From an optimization exercise on the open Yosys and OpenROAD flow, aimed at small area, a short achievable clock period and few clock cycles per item; shortcuts taken in it are not production practice.
At most, simulation tests tie the RTL to the original design; equivalence was not proved.
Power and IR drop assume default switching activity.

==> inputs of run a <==
## rda_top
module rda_top (
	input  logic        clk,
	input  logic        rst,
	input  logic [63:0] req_a,
	input  logic [63:0] req_b,
	input  logic        req_cin,
	input  logic        req_valid,
	output logic        req_credit,
	output logic [64:0] rsp_sum,
	output logic        rsp_valid,
	input  logic        rsp_credit
);
	logic [64:0] core_sum;
	logic        core_valid;
	logic        core_take;
	rda_core u_core (
		.clk       (clk),
		.rst       (rst),
		.req_a     (req_a),
		.req_b     (req_b),
		.req_cin   (req_cin),
		.req_valid (req_valid),
		.take      (core_take),
		.sum_out   (core_sum),
		.sum_valid (core_valid)
	);
	rda_result_buffer u_buffer (
		.clk        (clk),
		.rst        (rst),
		.push_data  (core_sum),
		.push_valid (core_valid),
		.push_take  (core_take),
		.rsp_sum    (rsp_sum),
		.rsp_valid  (rsp_valid),
		.rsp_credit (rsp_credit),
		.req_credit (req_credit)
	);
endmodule
Settings: LEC_CHECK=0, CAP_MARGIN=20, CORE_MARGIN=2, CORE_UTILIZATION=40, CTS_CLUSTER_DIAMETER=80, CTS_CLUSTER_SIZE=30, SETUP_SLACK_MARGIN=1.7, SLEW_MARGIN=20, SYNTH_HIERARCHICAL=1; clock period 3.6 ns.
run.sh (not shown) runs the stock make flow with config.mk's settings and CLKGATE_MAP_FILE= SYNTH_SCRIPT=/design/flow/synth_recipe.tcl, a recipe that flattens the netlist after the stock synthesis.
==> run b: changes against run a <==
Settings changed: SETUP_SLACK_MARGIN 1.7 to 1.5.
==> comparison table <==
|  | run a | run b |
|---|---|---|
| Outcome | complete, no violations | complete, no violations |
| Biggest fanout along the worst timing path | 7 | 6 |
| Clock transition at the registers of the reported paths | 0.12 ns | 0.11 ns |
| Wire length per cell after detailed routing | 23.8 um | 20.1 um |
| Grt met1 use | 26.4% | 23.5% |
| GR Layer Usage met3 | 2.84% | 2.05% |
| Highest cell delay on the worst timing path | 0.39 ns | 0.55 ns |
| Final Non-Filler Cells | 2857 | 2720 |
| Sequential cell area share | 51.7% | 56.1% |
| Clock network contribution to total cell area | 2.71% | 2.95% |
| Total met3 wirelength after detailed routing | 5200 um | 2440 um |
| Share of power burned in registers | 55.7% | 56.9% |
| Comb pwr share | 21.2% | 19.8% |
| Plain + repair buffers | 410 | 275 |
| All-Layer GR Usage | 20.1% | 17.6% |
| Final min period | 2.24 ns | 2.23 ns |
| Area used by multi-input combinational logic | 7870 um2 | 7550 um2 |
| Setup slack on the worst flop-to-flop path | 1.36 ns | 1.37 ns |
| Total net switching power | 4310 uW | 4050 uW |
No functional check of the RTL was part of any run of this note.

==> inputs of 10-05 <==
Another version of the RTL of rda_top (not shown whole).
==> module rda_result_buffer, before the edit <==
module rda_result_buffer (
	input  logic        clk,
	input  logic        rst,
	input  logic [64:0] push_data,
	input  logic        push_valid,
	input  logic        push_arrive,
	output logic        push_take,
	output logic [64:0] rsp_sum,
	output logic        rsp_valid,
	input  logic        rsp_credit,
	output logic        req_credit
);
	localparam int DEPTH = 6;
	logic [64:0]      mem [0:DEPTH-1];
	logic [DEPTH-1:0] wr_oh;
	logic [DEPTH-1:0] rd_oh;
	logic [DEPTH-1:0] cnt_t;
	logic [3:0]       credits;
	logic             out_v;
	logic             valid_q;
	logic [DEPTH-1:0] we_q;
	logic [DEPTH:0]   sel_q;
	logic             pop;
	logic             head_v;
	logic             tail_v;
	logic             f_pop;
	logic             f_push;
	logic             out_v_next;
	logic             valid_next;
	logic [3:0]       credits_next;
	logic [DEPTH-1:0] wr_oh_next;
	logic [DEPTH-1:0] rd_oh_next;
	logic [DEPTH-1:0] cnt_t_next;
	logic             push_valid_next;
	logic             f_push_next;
	logic             f_pop_next;
	logic [65*DEPTH-1:0] out_src;
	assign pop = valid_q;
	assign head_v = cnt_t[0];
	assign tail_v = cnt_t[DEPTH-1];
	assign f_pop = (~out_v | pop) & head_v;
	assign f_push = push_valid & ~tail_v;
	assign push_take = f_push;
	assign out_v_next = f_pop | (out_v & ~pop);
	always_comb begin
		case ({rsp_credit, pop})
			2'b10: credits_next = {credits[2:0], 1'b1};
			2'b01: credits_next = {1'b0, credits[3:1]};
			default: credits_next = credits;
		endcase
	end
	assign valid_next = out_v_next & credits_next[0];
	assign wr_oh_next = f_push ? {wr_oh[DEPTH-2:0], wr_oh[DEPTH-1]} : wr_oh;
	assign rd_oh_next = f_pop ? {rd_oh[DEPTH-2:0], rd_oh[DEPTH-1]} : rd_oh;
	always_comb begin
		case ({f_push, f_pop})
			2'b10: cnt_t_next = {cnt_t[DEPTH-2:0], 1'b1};
			2'b01: cnt_t_next = {1'b0, cnt_t[DEPTH-1:1]};
			default: cnt_t_next = cnt_t;
		endcase
	end
	assign push_valid_next = push_arrive | (push_valid & ~f_push);
	assign f_push_next = push_valid_next & ~cnt_t_next[DEPTH-1];
	assign f_pop_next = (~out_v_next | valid_next) & cnt_t_next[0];
	always_ff @(posedge clk) begin
		for (int k = 0; k < DEPTH; k++)
			if (we_q[k])
				mem[k] <= push_data;
	end
	always_ff @(posedge clk) begin
		if (rst) begin
			wr_oh <= DEPTH'(1);
			rd_oh <= DEPTH'(1);
			cnt_t <= '0;
			out_v <= 1'b0;
			credits <= 4'b1111;
			valid_q <= 1'b0;
			we_q <= '0;
			sel_q <= {1'b1, {DEPTH{1'b0}}};
		end else begin
			wr_oh <= wr_oh_next;
			rd_oh <= rd_oh_next;
			cnt_t <= cnt_t_next;
			out_v <= out_v_next;
			credits <= credits_next;
			valid_q <= valid_next;
			we_q <= {DEPTH{f_push_next}} & wr_oh_next;
			sel_q <= {~f_pop_next, {DEPTH{f_pop_next}} & rd_oh_next};
		end
	end
	for (genvar k = 0; k < DEPTH; k++) begin : g_src
		assign out_src[65*k +: 65] = mem[k];
	end
	rda_out_reg #(.N(DEPTH + 1)) u_out (
		.clk       (clk),
		.rst       (rst),
		.sel       (sel_q),
		.src       (out_src),
		.valid_d   (valid_next),
		.rsp_sum   (rsp_sum),
		.rsp_valid (rsp_valid),
		.req_credit(req_credit)
	);
endmodule
==> module rda_top, before the edit <==
module rda_top (
	input  logic        clk,
	input  logic        rst,
	input  logic [63:0] req_a,
	input  logic [63:0] req_b,
	input  logic        req_cin,
	input  logic        req_valid,
	output logic        req_credit,
	output logic [64:0] rsp_sum,
	output logic        rsp_valid,
	input  logic        rsp_credit
);
	logic [64:0] core_sum;
	logic        core_valid;
	logic        core_take;
	rda_core u_core (
		.clk       (clk),
		.rst       (rst),
		.req_a     (req_a),
		.req_b     (req_b),
		.req_cin   (req_cin),
		.req_valid (req_valid),
		.take      (core_take),
		.sum_out   (core_sum),
		.sum_valid (core_valid)
	);
	rda_result_buffer u_buffer (
		.clk        (clk),
		.rst        (rst),
		.push_data  (core_sum),
		.push_valid (core_valid),
		.push_arrive(req_valid),
		.push_take  (core_take),
		.rsp_sum    (rsp_sum),
		.rsp_valid  (rsp_valid),
		.rsp_credit (rsp_credit),
		.req_credit (req_credit)
	);
endmodule
==> flow/config.mk <==
export PLATFORM = sky130hd
export DESIGN_NAME = rda_top
export DESIGN_NICKNAME = rda_top
export VERILOG_FILES = /design/flow/design.v
export SDC_FILE = /design/flow/constraint.sdc
export NUM_CORES = 4
export LEC_CHECK = 0
export CAP_MARGIN = 20
export CORE_MARGIN = 2
export CORE_UTILIZATION = 40
export CTS_CLUSTER_DIAMETER = 80
export CTS_CLUSTER_SIZE = 30
export SETUP_SLACK_MARGIN = 1.75
export SLEW_MARGIN = 20
export SYNTH_HIERARCHICAL = 1
==> flow/constraint.sdc <==
create_clock -name core_clock -period 3.6 [get_ports {clk}]
set_input_delay 0.7200 -clock core_clock [delete_from_list [all_inputs] [get_ports {clk}]]
set_output_delay 0.7200 -clock core_clock [all_outputs]
set_load 0.01 [all_outputs]
standard.sh (not shown) runs the stock make flow with config.mk's settings and CLKGATE_MAP_FILE= SYNTH_SCRIPT=/design/flow/synth_recipe.tcl, a recipe that flattens the netlist after the stock synthesis.
==> flow/flow/run.sh <==
#!/bin/bash
# Layout flow: the standard synthesis and ORFS flow. The port buffers are placed by
# flow/ports.tcl (plain buffers) instead of ORFS's default buffer_ports choice.
set -euo pipefail
cd "$(dirname "$0")/.."
W=$(pwd)
bash standard.sh synth > synth.log 2>&1
bash standard.sh DONT_BUFFER_PORTS=1 "PRE_GLOBAL_PLACE_TCL=$W/flow/ports.tcl" finish > layout.log 2>&1
test -f out/final.def
==> flow/flow/ports.tcl <==
# Buffer every input and output port with a plain buffer; timing repair resizes them later
puts "Perform port buffering (flow/ports.tcl)..."
buffer_ports -inputs -buffer_cell sky130_fd_sc_hd__buf_2
buffer_ports -outputs -buffer_cell sky130_fd_sc_hd__buf_4
==> 05-18 (differences from 10-05) <==
--- a/flow/design.v
+++ b/flow/design.v
@@ -1800,7 +1800,6 @@
 	input  logic        rst,
 	input  logic [64:0] push_data,
 	input  logic        push_valid,
-	input  logic        push_arrive,
 	output logic        push_take,
 	output logic [64:0] rsp_sum,
 	output logic        rsp_valid,
@@ -1811,30 +1810,22 @@
 	logic [64:0]      mem [0:DEPTH-1];
 	logic [DEPTH-1:0] wr_oh;
 	logic [DEPTH-1:0] rd_oh;
-	logic [DEPTH-1:0] cnt_t;
+	logic [DEPTH-1:0] full_v;
+	logic             head_v;
+	logic             tail_v;
 	logic [3:0]       credits;
 	logic             out_v;
 	logic             valid_q;
-	logic [DEPTH-1:0] we_q;
-	logic [DEPTH:0]   sel_q;
 	logic             pop;
-	logic             head_v;
-	logic             tail_v;
 	logic             f_pop;
 	logic             f_push;
 	logic             out_v_next;
-	logic             valid_next;
 	logic [3:0]       credits_next;
-	logic [DEPTH-1:0] wr_oh_next;
-	logic [DEPTH-1:0] rd_oh_next;
-	logic [DEPTH-1:0] cnt_t_next;
-	logic             push_valid_next;
-	logic             f_push_next;
-	logic             f_pop_next;
+	logic [DEPTH:0]   out_sel;
 	logic [65*DEPTH-1:0] out_src;
 	assign pop = valid_q;
-	assign head_v = cnt_t[0];
-	assign tail_v = cnt_t[DEPTH-1];
+	assign head_v = |(full_v & rd_oh);
+	assign tail_v = |(full_v & wr_oh);
 	assign f_pop = (~out_v | pop) & head_v;
 	assign f_push = push_valid & ~tail_v;
 	assign push_take = f_push;
@@ -1846,54 +1837,41 @@
 			default: credits_next = credits;
 		endcase
 	end
-	assign valid_next = out_v_next & credits_next[0];
-	assign wr_oh_next = f_push ? {wr_oh[DEPTH-2:0], wr_oh[DEPTH-1]} : wr_oh;
-	assign rd_oh_next = f_pop ? {rd_oh[DEPTH-2:0], rd_oh[DEPTH-1]} : rd_oh;
-	always_comb begin
-		case ({f_push, f_pop})
-			2'b10: cnt_t_next = {cnt_t[DEPTH-2:0], 1'b1};
-			2'b01: cnt_t_next = {1'b0, cnt_t[DEPTH-1:1]};
-			default: cnt_t_next = cnt_t;
-		endcase
-	end
-	assign push_valid_next = push_arrive | (push_valid & ~f_push);
-	assign f_push_next = push_valid_next & ~cnt_t_next[DEPTH-1];
-	assign f_pop_next = (~out_v_next | valid_next) & cnt_t_next[0];
 	always_ff @(posedge clk) begin
 		for (int k = 0; k < DEPTH; k++)
-			if (we_q[k])
+			if (f_push & wr_oh[k])
 				mem[k] <= push_data;
 	end
 	always_ff @(posedge clk) begin
 		if (rst) begin
 			wr_oh <= DEPTH'(1);
 			rd_oh <= DEPTH'(1);
-			cnt_t <= '0;
+			full_v <= '0;
 			out_v <= 1'b0;
 			credits <= 4'b1111;
 			valid_q <= 1'b0;
-			we_q <= '0;
-			sel_q <= {1'b1, {DEPTH{1'b0}}};
 		end else begin
-			wr_oh <= wr_oh_next;
-			rd_oh <= rd_oh_next;
-			cnt_t <= cnt_t_next;
+			if (f_push)
+				wr_oh <= {wr_oh[DEPTH-2:0], wr_oh[DEPTH-1]};
+			if (f_pop)
+				rd_oh <= {rd_oh[DEPTH-2:0], rd_oh[DEPTH-1]};
+			full_v <= (full_v & ~({DEPTH{f_pop}} & rd_oh)) | ({DEPTH{f_push}} & wr_oh);
 			out_v <= out_v_next;
 			credits <= credits_next;
-			valid_q <= valid_next;
-			we_q <= {DEPTH{f_push_next}} & wr_oh_next;
-			sel_q <= {~f_pop_next, {DEPTH{f_pop_next}} & rd_oh_next};
+			valid_q <= out_v_next & credits_next[0];
 		end
 	end
-	for (genvar k = 0; k < DEPTH; k++) begin : g_src
+	for (genvar k = 0; k < DEPTH; k++) begin : g_sel
+		assign out_sel[k] = f_pop & rd_oh[k];
 		assign out_src[65*k +: 65] = mem[k];
 	end
+	assign out_sel[DEPTH] = ~f_pop;
 	rda_out_reg #(.N(DEPTH + 1)) u_out (
 		.clk       (clk),
 		.rst       (rst),
-		.sel       (sel_q),
+		.sel       (out_sel),
 		.src       (out_src),
-		.valid_d   (valid_next),
+		.valid_d   (out_v_next & credits_next[0]),
 		.rsp_sum   (rsp_sum),
 		.rsp_valid (rsp_valid),
 		.req_credit(req_credit)
@@ -1973,7 +1951,6 @@
 		.rst        (rst),
 		.push_data  (core_sum),
 		.push_valid (core_valid),
-		.push_arrive(req_valid),
 		.push_take  (core_take),
 		.rsp_sum    (rsp_sum),
 		.rsp_valid  (rsp_valid),
==> flow/run.sh (new file) <==
#!/bin/bash
# synth_recipe.tcl (not shown) runs the flow's synth.tcl, then flattens the netlist and writes it again
# the make line also repeats each setting of config.mk as NAME=value (left out here)
make -C /OpenROAD-flow-scripts/flow DESIGN_CONFIG=/design/flow/config.mk WORK_HOME=/design/flow/orfs CLKGATE_MAP_FILE= SYNTH_SCRIPT=/design/flow/synth_recipe.tcl finish
CORE_UTILIZATION = 60   (was 40)
PLACE_DENSITY = 0.72   (was not set)
SETUP_SLACK_MARGIN = 1.6   (was 1.75)
removed: flow/flow/run.sh
removed: flow/flow/ports.tcl
removed: flow/standard.sh
==> 06-10 (differences from 10-05) <==
--- a/flow/design.v
+++ b/flow/design.v
@@ -1811,7 +1811,7 @@
 	logic [64:0]      mem [0:DEPTH-1];
 	logic [DEPTH-1:0] wr_oh;
 	logic [DEPTH-1:0] rd_oh;
-	logic [DEPTH-1:0] cnt_t;
+	logic [DEPTH-1:0] full_v;
 	logic [3:0]       credits;
 	logic             out_v;
 	logic             valid_q;
@@ -1827,14 +1827,14 @@
 	logic [3:0]       credits_next;
 	logic [DEPTH-1:0] wr_oh_next;
 	logic [DEPTH-1:0] rd_oh_next;
-	logic [DEPTH-1:0] cnt_t_next;
+	logic [DEPTH-1:0] full_v_next;
 	logic             push_valid_next;
 	logic             f_push_next;
 	logic             f_pop_next;
 	logic [65*DEPTH-1:0] out_src;
 	assign pop = valid_q;
-	assign head_v = cnt_t[0];
-	assign tail_v = cnt_t[DEPTH-1];
+	assign head_v = |(full_v & rd_oh);
+	assign tail_v = |(full_v & wr_oh);
 	assign f_pop = (~out_v | pop) & head_v;
 	assign f_push = push_valid & ~tail_v;
 	assign push_take = f_push;
@@ -1849,16 +1849,10 @@
 	assign valid_next = out_v_next & credits_next[0];
 	assign wr_oh_next = f_push ? {wr_oh[DEPTH-2:0], wr_oh[DEPTH-1]} : wr_oh;
 	assign rd_oh_next = f_pop ? {rd_oh[DEPTH-2:0], rd_oh[DEPTH-1]} : rd_oh;
-	always_comb begin
-		case ({f_push, f_pop})
-			2'b10: cnt_t_next = {cnt_t[DEPTH-2:0], 1'b1};
-			2'b01: cnt_t_next = {1'b0, cnt_t[DEPTH-1:1]};
-			default: cnt_t_next = cnt_t;
-		endcase
-	end
+	assign full_v_next = (full_v & ~({DEPTH{f_pop}} & rd_oh)) | ({DEPTH{f_push}} & wr_oh);
 	assign push_valid_next = push_arrive | (push_valid & ~f_push);
-	assign f_push_next = push_valid_next & ~cnt_t_next[DEPTH-1];
-	assign f_pop_next = (~out_v_next | valid_next) & cnt_t_next[0];
+	assign f_push_next = push_valid_next & ~(|(full_v_next & wr_oh_next));
+	assign f_pop_next = (~out_v_next | valid_next) & (|(full_v_next & rd_oh_next));
 	always_ff @(posedge clk) begin
 		for (int k = 0; k < DEPTH; k++)
 			if (we_q[k])
@@ -1868,7 +1862,7 @@
 		if (rst) begin
 			wr_oh <= DEPTH'(1);
 			rd_oh <= DEPTH'(1);
-			cnt_t <= '0;
+			full_v <= '0;
 			out_v <= 1'b0;
 			credits <= 4'b1111;
 			valid_q <= 1'b0;
@@ -1877,7 +1871,7 @@
 		end else begin
 			wr_oh <= wr_oh_next;
 			rd_oh <= rd_oh_next;
-			cnt_t <= cnt_t_next;
+			full_v <= full_v_next;
 			out_v <= out_v_next;
 			credits <= credits_next;
 			valid_q <= valid_next;
==> flow/flow/run.sh (replaced) <==
#!/bin/bash
# Layout flow: the standard synthesis and ORFS flow, with the port buffers
# made from plain buffers (buf_4) instead of the delay cells buffer_ports picks by default.
set -euo pipefail
cd "$(dirname "$0")/.."
bash standard.sh synth > synth.log 2>&1
bash standard.sh "BUFFER_PORTS_ARGS=-buffer_cell sky130_fd_sc_hd__buf_4" finish > layout.log 2>&1
test -f out/final.def
SETUP_SLACK_MARGIN = 1.85   (was 1.75)
removed: flow/flow/ports.tcl
==> flow_summary.ini <==
[place]
post-place-cells = 2636
dpl.hpwl_um = 36400

[final_layout]
layout.nonclk_buf_frac = 0.144
multi_input_gates = 1274
fin_nets = 2405

[clock_network]
clk_latency_ns = 0.59
ctsResizeCount = 151

[floorplanning]
initial_utilization = 0.608

[status]
status = timing/DRC/antenna clean

[global_route]
grt_pass1_vias = 16417

[route]
met1_length_um = 26200

[setup_path]
critPathArrivalTime_ns = 2.55
the above is filed under 05-18

==> flow_summary.ini <==
[place]
post-place-cells = 2909
dpl.hpwl_um = 40200

[final_layout]
layout.nonclk_buf_frac = 0.0771
multi_input_gates = 1298

[setup_path]
critPathArrivalTime_ns = 2.36

[clock_network]
ctsResizeCount = 214
clk_latency_ns = 0.59

[power_and_ir_drop]
total_power_mw = 16.6

[route]
met1_length_um = 27800

[timing]
slew_viol_final = 0

[status]
status = timing/DRC/antenna clean
the above is filed under 06-10

==> flow_summary.ini <==
[status]
status = timing/DRC/antenna clean

[final_layout]
fin_nets = 2085
drive_above_1_share = 0.162
design_area_um2 = 26200
multi_input_gates = 1282
multiInputGateArea_um2 = 8690

[timing]
fin_ws_ns = 1.80

[clock_network]
clk_latency_ns = 0.60
ctsResizeCount = 28

[yosys]
syn_area_um2 = 24400

[floorplanning]
initial_utilization = 0.405
fp-row-count = 90

[place]
post-place-cells = 2696
dpl.hpwl_um = 39200
place_ws_ns = 0.834

[global_route]
grt_pass1_vias = 15216
busiest_layer = met2

[setup_path]
critPathArrivalTime_ns = 1.08

[power_and_ir_drop]
total_power_mw = 15.5
the above is filed under 10-05

Testbench counts of 06-10, summed over its fixed seeds: cycles 16,024, items 16,000.
For 10-05 and 05-18, only the layout was checked, not whether the RTL still works.

separate check: timing with driven ports:
The flow's constraints put no driver on any port. The routed layouts listed below were extracted and timed again, unchanged, in two steps.
Step 1: set_driving_cell puts a clkbuf_16 on clk and a buf_2 on each other input, an assumption about the parent block.
Step 2 adds t to the input delays and takes it off the output delays; t is the mean of the earliest and latest rising clock arrival at the registers after step 1. Input paths then give back, and output paths get back, about the clock's delay inside the block.
Three values: ideal ports, drivers, drivers and shift; two values: the first two.
| run | t, ns | setup WS [ns] | worst data-port slew with drivers (ns) | max-slew violations | capacitance violations |
|---|---|---|---|---|---|
| run a | 0.633 | 1.362 / 1.362 / 1.160 | 0.06 | 0 / 0 | 0 / 0 |
| run b | 0.627 | 1.371 / 1.371 / 1.051 | 0.04 | 0 / 0 | 0 / 0 |
| 10-05 | 0.643 | 1.801 / 0.956 / 0.313 | 2.53 | 0 / 75 | 0 / 1 |
| 05-18 | 0.627 | 1.315 / 1.315 / 1.040 | 0.05 | 0 / 0 | 0 / 0 |
| 06-10 | 0.639 | 1.713 / 1.713 / 1.378 | 0.10 | 0 / 0 | 0 / 0 |
After both steps setup and hold are still met in every run listed. The drivers bring new slew violations in 10-05. The drivers bring new capacitance violations in 10-05. For 10-05, which loses most, drivers alone change the setup slack by -0.845 ns; drivers and shift together by -1.488 ns.
